This design comes from an exercise in tuning for a short achievable clock period and few clock cycles on the open sky130 flow, not from production work.
The RTL was checked by simulation tests, not by an equivalence proof against the original design.
No activity file was given, so power comes from the tool's default toggle rates.

==> flow/config.mk <==
export PLATFORM = sky130hd
export DESIGN_NAME = memmap_nbank
export DESIGN_NICKNAME = memmap_nbank
export VERILOG_FILES = /design/flow/design.v
export SDC_FILE = /design/flow/constraint.sdc
export NUM_CORES = 4
export LEC_CHECK = 0
export ABC_CLOCK_PERIOD_IN_PS = 2000
export CAP_MARGIN = 20
export CORE_MARGIN = 2
export CORE_UTILIZATION = 45
export SETUP_SLACK_MARGIN = 3.2
export SLEW_MARGIN = 20
export SYNTH_HIERARCHICAL = 1
export SYNTH_MINIMUM_KEEP_SIZE = 0
==> flow/design.v <==
package memmap_pkg;
  localparam int C_SLOT_W = 3;
  typedef logic [C_SLOT_W-1:0] slot_t;
  function automatic logic slot_mapped(input slot_t slot, input integer nbanks);
    slot_mapped = ({{(32-C_SLOT_W){1'b0}}, slot} < nbanks);
  endfunction
endpackage
module cheby_aoi22 (
  input  logic a_i, b_i, c_i, d_i,
  output logic y_o
);
  assign y_o = !((a_i && b_i) || (c_i && d_i));
endmodule
module cheby_nand4 (
  input  logic a_i, b_i, c_i, d_i,
  output logic y_o
);
  assign y_o = !(a_i && b_i && c_i && d_i);
endmodule
module cheby_aor #(
  parameter int N = 8
) (
  input  logic [N-1:0] d_i,
  input  logic [N-1:0] s_i,
  output logic         y_o
);
  localparam int NP = N / 2;
  localparam int NQ = NP / 4;
  logic [NP-1:0] p;
  logic [NQ-1:0] q;
  for (genvar i = 0; i < NP; i++) begin : g_p
    cheby_aoi22 u_p (.a_i(d_i[2*i]), .b_i(s_i[2*i]), .c_i(d_i[2*i+1]), .d_i(s_i[2*i+1]), .y_o(p[i]));
  end
  for (genvar i = 0; i < NQ; i++) begin : g_q
    cheby_nand4 u_q (.a_i(p[4*i]), .b_i(p[4*i+1]), .c_i(p[4*i+2]), .d_i(p[4*i+3]), .y_o(q[i]));
  end
  assign y_o = |q;
endmodule
module cheby_dec3 (
  input  logic [2:0] a_i,
  output logic [7:0] y_o
);
  always_comb
    for (int j = 0; j < 8; j++) y_o[j] = (a_i == j);
endmodule
module cheby_dpssram_grp #(
  parameter int g_data_width = 16
) (
  input  logic                    clk_i,
  input  logic [7:0]              wr_i,
  input  logic [g_data_width-1:0] wr_data_i,
  input  logic [2:0]              addr_a_i,
  output logic [g_data_width-1:0] grp_a_o,
  input  logic [2:0]              addr_b_i,
  output logic [g_data_width-1:0] grp_b_o
);
  logic [g_data_width-1:0] mem_q [8];
  logic [7:0]              sel_a, sel_b;
  for (genvar i = 0; i < 8; i++) begin : g_word
    always_ff @(posedge clk_i)
      if (wr_i[i]) mem_q[i] <= wr_data_i;
  end
  cheby_dec3 u_dec_a (.a_i(addr_a_i), .y_o(sel_a));
  cheby_dec3 u_dec_b (.a_i(addr_b_i), .y_o(sel_b));
  for (genvar b = 0; b < g_data_width; b++) begin : g_bit
    logic [7:0] col;
    for (genvar j = 0; j < 8; j++) begin : g_col
      assign col[j] = mem_q[j][b];
    end
    cheby_aor #(.N(8)) u_a (.d_i(col), .s_i(sel_a), .y_o(grp_a_o[b]));
    cheby_aor #(.N(8)) u_b (.d_i(col), .s_i(sel_b), .y_o(grp_b_o[b]));
  end
endmodule
module cheby_dpssram #(
  parameter int g_data_width = 16,
  parameter int g_addr_width = 6
) (
  input  logic                                          clk_i,
  input  logic [2**g_addr_width-1:0]                    wr_i,
  input  logic [g_data_width-1:0]                       wr_data_i,
  input  logic [2:0]                                    addr_a_i,
  output logic [2**(g_addr_width-3)*g_data_width-1:0]   grp_a_o,
  input  logic [2:0]                                    addr_b_i,
  output logic [2**(g_addr_width-3)*g_data_width-1:0]   grp_b_o
);
  localparam int NG = 2**(g_addr_width-3);
  for (genvar g = 0; g < NG; g++) begin : g_grp
    cheby_dpssram_grp #(
      .g_data_width(g_data_width)
    ) u_grp (
      .clk_i    (clk_i),
      .wr_i     (wr_i[g*8 +: 8]),
      .wr_data_i(wr_data_i),
      .addr_a_i (addr_a_i),
      .grp_a_o  (grp_a_o[g*g_data_width +: g_data_width]),
      .addr_b_i (addr_b_i),
      .grp_b_o  (grp_b_o[g*g_data_width +: g_data_width])
    );
  end
endmodule
module memmap_bank #(
  parameter int G_DATA_WIDTH = 16,
  parameter int G_BANK_AW    = 6
) (
  input  logic                    Clk,
  input  logic [2**G_BANK_AW-1:0] wr_i,
  input  logic [G_DATA_WIDTH-1:0] wr_data_i,
  input  logic [2:0]              addr_a_i,
  output logic [2**(G_BANK_AW-3)*G_DATA_WIDTH-1:0] grp_a_o,
  input  logic [G_BANK_AW-1:0]    addr_b_i,
  input  logic                    rd_b_i,
  output logic [G_DATA_WIDTH-1:0] dat_b_o
);
  localparam int NG = 2**(G_BANK_AW-3);
  logic [NG-1:0]              grp_sel_b;
  logic [NG*G_DATA_WIDTH-1:0] grp_b;
  logic [G_DATA_WIDTH-1:0]    dat_b_q, dat_b_d;
  always_comb
    for (int g = 0; g < NG; g++)
      grp_sel_b[g] = rd_b_i && ({{(32-G_BANK_AW+3){1'b0}}, addr_b_i[G_BANK_AW-1:3]} == g);
  cheby_dpssram #(
    .g_data_width(G_DATA_WIDTH),
    .g_addr_width(G_BANK_AW)
  ) u_ram (
    .clk_i    (Clk),
    .wr_i     (wr_i),
    .wr_data_i(wr_data_i),
    .addr_a_i (addr_a_i),
    .grp_a_o  (grp_a_o),
    .addr_b_i (addr_b_i[2:0]),
    .grp_b_o  (grp_b)
  );
  for (genvar b = 0; b < G_DATA_WIDTH; b++) begin : g_bit
    logic [NG-1:0] db;
    logic          y;
    for (genvar g = 0; g < NG; g++) begin : g_grp
      assign db[g] = grp_b[g*G_DATA_WIDTH+b];
    end
    cheby_aor #(.N(NG)) u_sel_b (.d_i(db), .s_i(grp_sel_b), .y_o(y));
    assign dat_b_d[b] = y || (dat_b_q[b] && !rd_b_i);
  end
  always_ff @(posedge Clk)
    dat_b_q <= dat_b_d;
  assign dat_b_o = dat_b_q;
endmodule
module memmap_nbank #(
  parameter int G_NBANKS     = 2,
  parameter int G_DATA_WIDTH = 16,
  parameter int G_BANK_AW    = 6
) (
  input  logic                             Clk,
  input  logic                             rst_n,
  input  logic [G_BANK_AW+4:2]             VMEAddr,
  input  logic [31:0]                      VMEWrData,
  input  logic                             VMERdMem,
  input  logic                             VMEWrMem,
  output logic [31:0]                      VMERdData,
  output logic                             VMERdDone,
  output logic                             VMEWrDone,
  output logic                             VMEErr,
  input  logic [G_NBANKS*G_BANK_AW-1:0]    bank_adr_i,
  input  logic [G_NBANKS-1:0]              bank_rd_i,
  output logic [G_NBANKS*G_DATA_WIDTH-1:0] bank_dat_o
);
  localparam int NW = 2**G_BANK_AW;
  localparam int NG = NW / 8;
  logic                    wr_done_q, rd_done_q, err_q;
  logic [NW-1:0]           wr_en_q [G_NBANKS];
  logic [G_DATA_WIDTH-1:0] wr_dat_q;
  logic [G_DATA_WIDTH-1:0] rd_dat_q, rd_dat_d;
  logic [NG-1:0]           grp_sel_a [G_NBANKS];
  logic [NG*G_DATA_WIDTH-1:0] grp_a [G_NBANKS];
  memmap_pkg::slot_t       slot;
  logic [G_BANK_AW-1:0]    word;
  logic                    unused_wr_hi;
  assign unused_wr_hi = ^VMEWrData;
  assign slot = VMEAddr[G_BANK_AW+4:G_BANK_AW+2];
  assign word = VMEAddr[G_BANK_AW+1:2];
  always_comb
    for (int k = 0; k < G_NBANKS; k++)
      for (int g = 0; g < NG; g++)
        grp_sel_a[k][g] = ({{(32-memmap_pkg::C_SLOT_W){1'b0}}, slot} == k) &&
                          ({{(32-G_BANK_AW+3){1'b0}}, word[G_BANK_AW-1:3]} == g);
  always_ff @(posedge Clk or negedge rst_n) begin
    if (!rst_n) begin
      wr_done_q <= 1'b0;
      rd_done_q <= 1'b0;
      err_q     <= 1'b0;
      for (int k = 0; k < G_NBANKS; k++) wr_en_q[k] <= '0;
    end else begin
      wr_done_q <= VMEWrMem;
      rd_done_q <= VMERdMem;
      err_q     <= (VMEWrMem || VMERdMem) && !memmap_pkg::slot_mapped(slot, G_NBANKS);
      for (int k = 0; k < G_NBANKS; k++)
        for (int i = 0; i < NW; i++)
          wr_en_q[k][i] <= VMEWrMem && ({{(32-memmap_pkg::C_SLOT_W){1'b0}}, slot} == k) &&
                           ({{(32-G_BANK_AW){1'b0}}, word} == i);
    end
  end
  always_ff @(posedge Clk) begin
    wr_dat_q <= VMEWrData[G_DATA_WIDTH-1:0];
    rd_dat_q <= rd_dat_d;
  end
  for (genvar k = 0; k < G_NBANKS; k++) begin : g_bank
    memmap_bank #(
      .G_DATA_WIDTH(G_DATA_WIDTH),
      .G_BANK_AW   (G_BANK_AW)
    ) u_bank (
      .Clk      (Clk),
      .wr_i     (wr_en_q[k]),
      .wr_data_i(wr_dat_q),
      .addr_a_i (word[2:0]),
      .grp_a_o  (grp_a[k]),
      .addr_b_i (bank_adr_i[k*G_BANK_AW +: G_BANK_AW]),
      .rd_b_i   (bank_rd_i[k]),
      .dat_b_o  (bank_dat_o[k*G_DATA_WIDTH +: G_DATA_WIDTH])
    );
  end
  for (genvar b = 0; b < G_DATA_WIDTH; b++) begin : g_rd_bit
    logic [G_NBANKS*NG-1:0] d, s;
    for (genvar k = 0; k < G_NBANKS; k++) begin : g_k
      for (genvar g = 0; g < NG; g++) begin : g_g
        assign d[k*NG+g] = grp_a[k][g*G_DATA_WIDTH+b];
        assign s[k*NG+g] = grp_sel_a[k][g];
      end
    end
    cheby_aor #(.N(G_NBANKS*NG)) u_sel (.d_i(d), .s_i(s), .y_o(rd_dat_d[b]));
  end
  assign VMERdData = {{(32-G_DATA_WIDTH){1'b0}}, rd_dat_q};
  assign VMERdDone = rd_done_q;
  assign VMEWrDone = wr_done_q;
  assign VMEErr    = err_q;
endmodule
==> flow/constraint.sdc <==
create_clock -name core_clock -period 5.5 [get_ports {Clk}]
set_input_delay 1.1000 -clock core_clock [delete_from_list [all_inputs] [get_ports {Clk}]]
set_output_delay 1.1000 -clock core_clock [all_outputs]
set_load 0.01 [all_outputs]
==> flow/run.sh <==
#!/bin/bash
# synth_recipe.tcl (not shown) runs the flow's synth.tcl, then flattens the netlist and writes it again
# the make line also repeats each setting of config.mk as NAME=value (left out here)
make -C /OpenROAD-flow-scripts/flow DESIGN_CONFIG=/design/flow/config.mk WORK_HOME=/design/flow/orfs CLKGATE_MAP_FILE= SYNTH_SCRIPT=/design/flow/synth_recipe.tcl finish
==> run summary <==
## synthesized netlist by cell type, drive strengths merged
library cell / count / area, sq um
a21o: 32 / 240
a22oi: 2304 / 28800
and3: 32 / 240
and3b: 96 / 961
buf: 45 / 309
clkbuf: 18 / 67.6
conb: 1 / 3.75
dfrtp: 131 / 3280
dfxtp: 64 / 1280
edfxtp: 2048 / 61500
inv: 2 / 7.51
nand2: 5 / 18.8
nand2b: 8 / 50.1
nand4: 577 / 3610
nand4b: 4 / 35.0
nand4bb: 8 / 90.1
nor2: 28 / 105
nor3: 164 / 1140
nor3b: 96 / 721
o22a: 1 / 8.76
or2: 17 / 106
or4: 2 / 15.0
or4b: 7 / 70.1
## how the worst min path moves through the flow
stage / start / to / slack [ns] / cells after the start
2_1_floorplan: g_bank[0].u_bank.dat_b_q[0] / g_bank[0].u_bank.dat_b_q[0] / 0.50 / 1
3_3_place_gp: g_bank[0].u_bank.dat_b_q[15] / g_bank[0].u_bank.dat_b_q[15] / 0.44 / 1
3_5_place_dp: g_bank[1].u_bank.dat_b_q[9] / g_bank[1].u_bank.dat_b_q[9] / 0.45 / 1
4_1_cts: rst_n / wr_en_q[1][9] / 0.13 / 1
5_1_grt: rst_n / wr_en_q[1][9] / 0.17 / 1
6_report: rst_n / wr_en_q[1][9] / 0.16 / 1
## critical path, delay by kind of cell
kind                   cells  cell delay (ns)
AO/OA/AOI/OAI              2             0.88
buffers and inverters      2             0.52
AND/OR/NAND/NOR            4             1.31
## power by group through the flow
| stage | clock network [mW] | logic (mW) | registers, mW |
|---|---|---|---|
| detailed placement | 0 | 2.94 | 19.3 |
| CTS | 16.3 | 3.49 | 18.9 |
| finish | 16.1 | 3.73 | 18.9 |
| global placement | 0 | 2.90 | 19.2 |
| global route | 16.9 | 3.79 | 18.9 |
| floorplan | 0 | 1.50 | 19.2 |
## per-module statistics from Yosys, one instance, submodules excluded, a selection
module / flip-flops and latches / copies in the design / area, sq um
cheby_aoi22: 0 / 2304 / 12.5
cheby_dec3: 0 / 32 / 65.1
cheby_nand4: 0 / 576 / 6.26
memmap_nbank: 163 / 1 / 5550
## cell type report
cell class / count / area [sq um]
fillers: 17500 / 100000
diodes: 17 / 42.5
multi-input cells: 3428 / 38700
flip-flops and latches: 2243 / 66200
well taps: 3009 / 3760
clock inverters: 108 / 955
clock buffers: 345 / 6850
repair buffers: 933 / 10400
inverters: 2 / 7.51
## per-layer routing
layer / track usage / up-vias
li1: - / 28100
met1: 0.429 / 36300
met2: 0.520 / 4112
met3: 0.0739 / 1050
met4: 0.226 / 20
met5: 0 / -
## registers in the layout, summed over array words and instances, names as in the netlist
register	cells
rd_done_q	1
wr_dat_q	16
wr_done_q	1
err_q	1
rd_dat_q	16
wr_en_q	128
g_bank.u_bank.dat_b_q	32
g_bank.u_bank.u_ram.g_grp.u_grp.mem_q	2048
## per-stage QoR
| stage | hold WS, ns | std cells | cell area (sq um) | power, mW |
|---|---|---|---|---|
| 2_1_floorplan | 0.499 | 5705 | 104000 | 20.7 |
| 5_1_grt | 0.171 | 10100 | 127000 | 39.6 |
| 3_5_place_dp | 0.446 | 8963 | 111000 | 22.2 |
| 3_3_place_gp | 0.436 | 8957 | 110000 | 22.1 |
| 4_1_cts | 0.131 | 9899 | 125000 | 38.7 |
| 6_report | 0.157 | 10100 | 127000 | 38.7 |
## repair_timing
item | CTS | global route
endpoints found under the setup margin | 265 | 101
resized for setup | 668 | 76
gates cloned | 73 | 11
setup buffers | 410 | 155
hold buffers | 0 | 0
pin swaps | 240 | 177
## kinds of logic after synthesis
| kind of cell | Yosys count | share of synthesized area |
|---|---|---|
| AO/OA/AOI/OAI | 2337 | 0.283 |
| flip-flops | 2243 | 0.643 |
| AND/OR/NAND/NOR | 1044 | 0.0698 |
| buffers and inverters | 65 | 0.00374 |
| other | 1 | 0.0000365 |
==> results.yml <==
run_status:
  status: "complete, no violations"
global_routing:
  grt_pass1_vias: 68000
  gr-total-overflow: 0
  antenna_found_initial: 27
  grt_pass1_wl_um: 545000
  grt.total_usage: 0.338
  grt_max_degree: 89
hold_path:
  hp-class: "in -> async"
setup_path:
  endpoint_kind: "flip-flop"
  worst-path-max-fanout: 7
  critPathRequiredTime_ns: 6.26
  critPathCapture: "rd_dat_q[3]"
  path_cells: "buf_16 -> bufbuf_16 -> and3_4 -> a22oi_2 -> nand4_1 -> a22oi_2 -> nand4_1 -> or2_1"
  r2r_start: "g_bank[1].u_bank.u_ram.g_grp[7].u_grp.mem_q[4][3]"
  reg2reg_depth: 5
  worstSetupPathType: "in -> reg"
  r2r_setup_slack_ns: 2.92
  r2r_end: "rd_dat_q[3]"
  cpMaxStageDelayCell: "a22oi_2"
  cp-startpoint: "VMEAddr[2]"
  slowest_delay_ns: 0.74
  cp-start-kind: "input port"
  critical_path_arrival_ns: 3.88
run:
  maxCapViolCount: 0
clock_network:
  htree_levels: 4
  cts_root_buf: "clkbuf_16"
  worst_skew_pair.late_latency_ns: 0.90
  cts_buffer_depth: 3
  path_clk_slew_ns: 0.06
  cts_buffers: 237
  tritoncts: "built"
  cts.sinks: 2243
synthesis:
  ys_ff_latch: 2243
  synth_cell_types: 29
  syn_inst: 5690
  ys_seq_area_frac: 0.643
  syn_avg_cell_area_sq_um: 18.0
  synthesis.area_sq_um: 103000
  ys_warn_count: 16
cells_and_area:
  syn_to_final_growth_pct: 23.7
  final_cell_mix: "a22oi_2, edfxtp_1, nand4_1"
  layout_commonest_cell: "a22oi_2"
  final_nets: 6904
  postLayoutCoreUtil: 0.559
  drive_gt1_frac: 0.573
sta:
  clock.fmax_mhz: 321
  period_share: 0.567
  hold_violations: 0
  rsz0062_at_grt: "true"
  tightest_slew_ns: 1.16
  fin_skew_ns: 0.0380
  period_needed_ns: 3.12
  setup_ws_ns: 2.38
  final-setup-viol-count: 0
  setup_tns_ns: 0
  finalMaxSlewViolations: 0
  slew_headroom: 0.228
power:
  power_density_nw_per_um2: 305
  p_int_mw: 29.3
  vdd_drop_max_v: 0.000290
  clkPwrFrac: 0.416
  pwr-share-seq: 0.488
  p_sw_mw: 9.47
  p_leak_nw: 38.2
  swShare: 0.244
  combPwrFrac: 0.096
detailed_routing:
  ant_nets: 0
  wl_met1_um: 149000
  top_layer_used: "met5"
  drt_iter0_drc: 8570
  totalWireLength_um: 401000
  drc: 0
  via_count: 69600
  wl_met2_um: 181000
  drt_pass1_iterations: 6
  vias_per_cell: 6.90
  wl_met3_um: 37800
  post_drt_wl_per_cell_um: 39.8
placed_design:
  dp_hpwl_um: 225000
  dp_slack_ns: 0.815
  io_buffers: 93
  gp_congestion: 0.900
floorplanning:
  die_area_sq_um: 232000
  ios: 126
  start_util: 0.452
  die_w_um: 482
  die_y_um: 482
  fp-row-count: 175
  fp.coreArea_sq_um: 227000
Testbench counts, summed over its fixed seeds: cycles 32,000.

[separate check: timing with driven ports]
In the flow no input, the clock included, has a driving cell. The finished layout below was timed again as built, in two steps. Step 1 sets driving cells, clkbuf_16 on the clock port and buf_2 on the other inputs (assumed; they add their load-dependent delay and slew). Step 2 times the ports against the registers' clock, not the clock port: input delays grow and output delays shrink by t, the midpoint of the rising clock arrivals with the driver on. Slacks: ideal ports / drivers / drivers and shift; pairs: ideal ports / drivers.
shift t [ns]: 0.978
setup WS [ns]: 2.383 / 1.958 / 0.981
clock arrival spread, ns: 0.040 / 0.039
worst slew at a driven data input, ns: 0.62
After both steps this run still meets setup and hold. For this run, drivers alone change the setup slack by -0.425 ns; drivers and shift together by -1.402 ns.
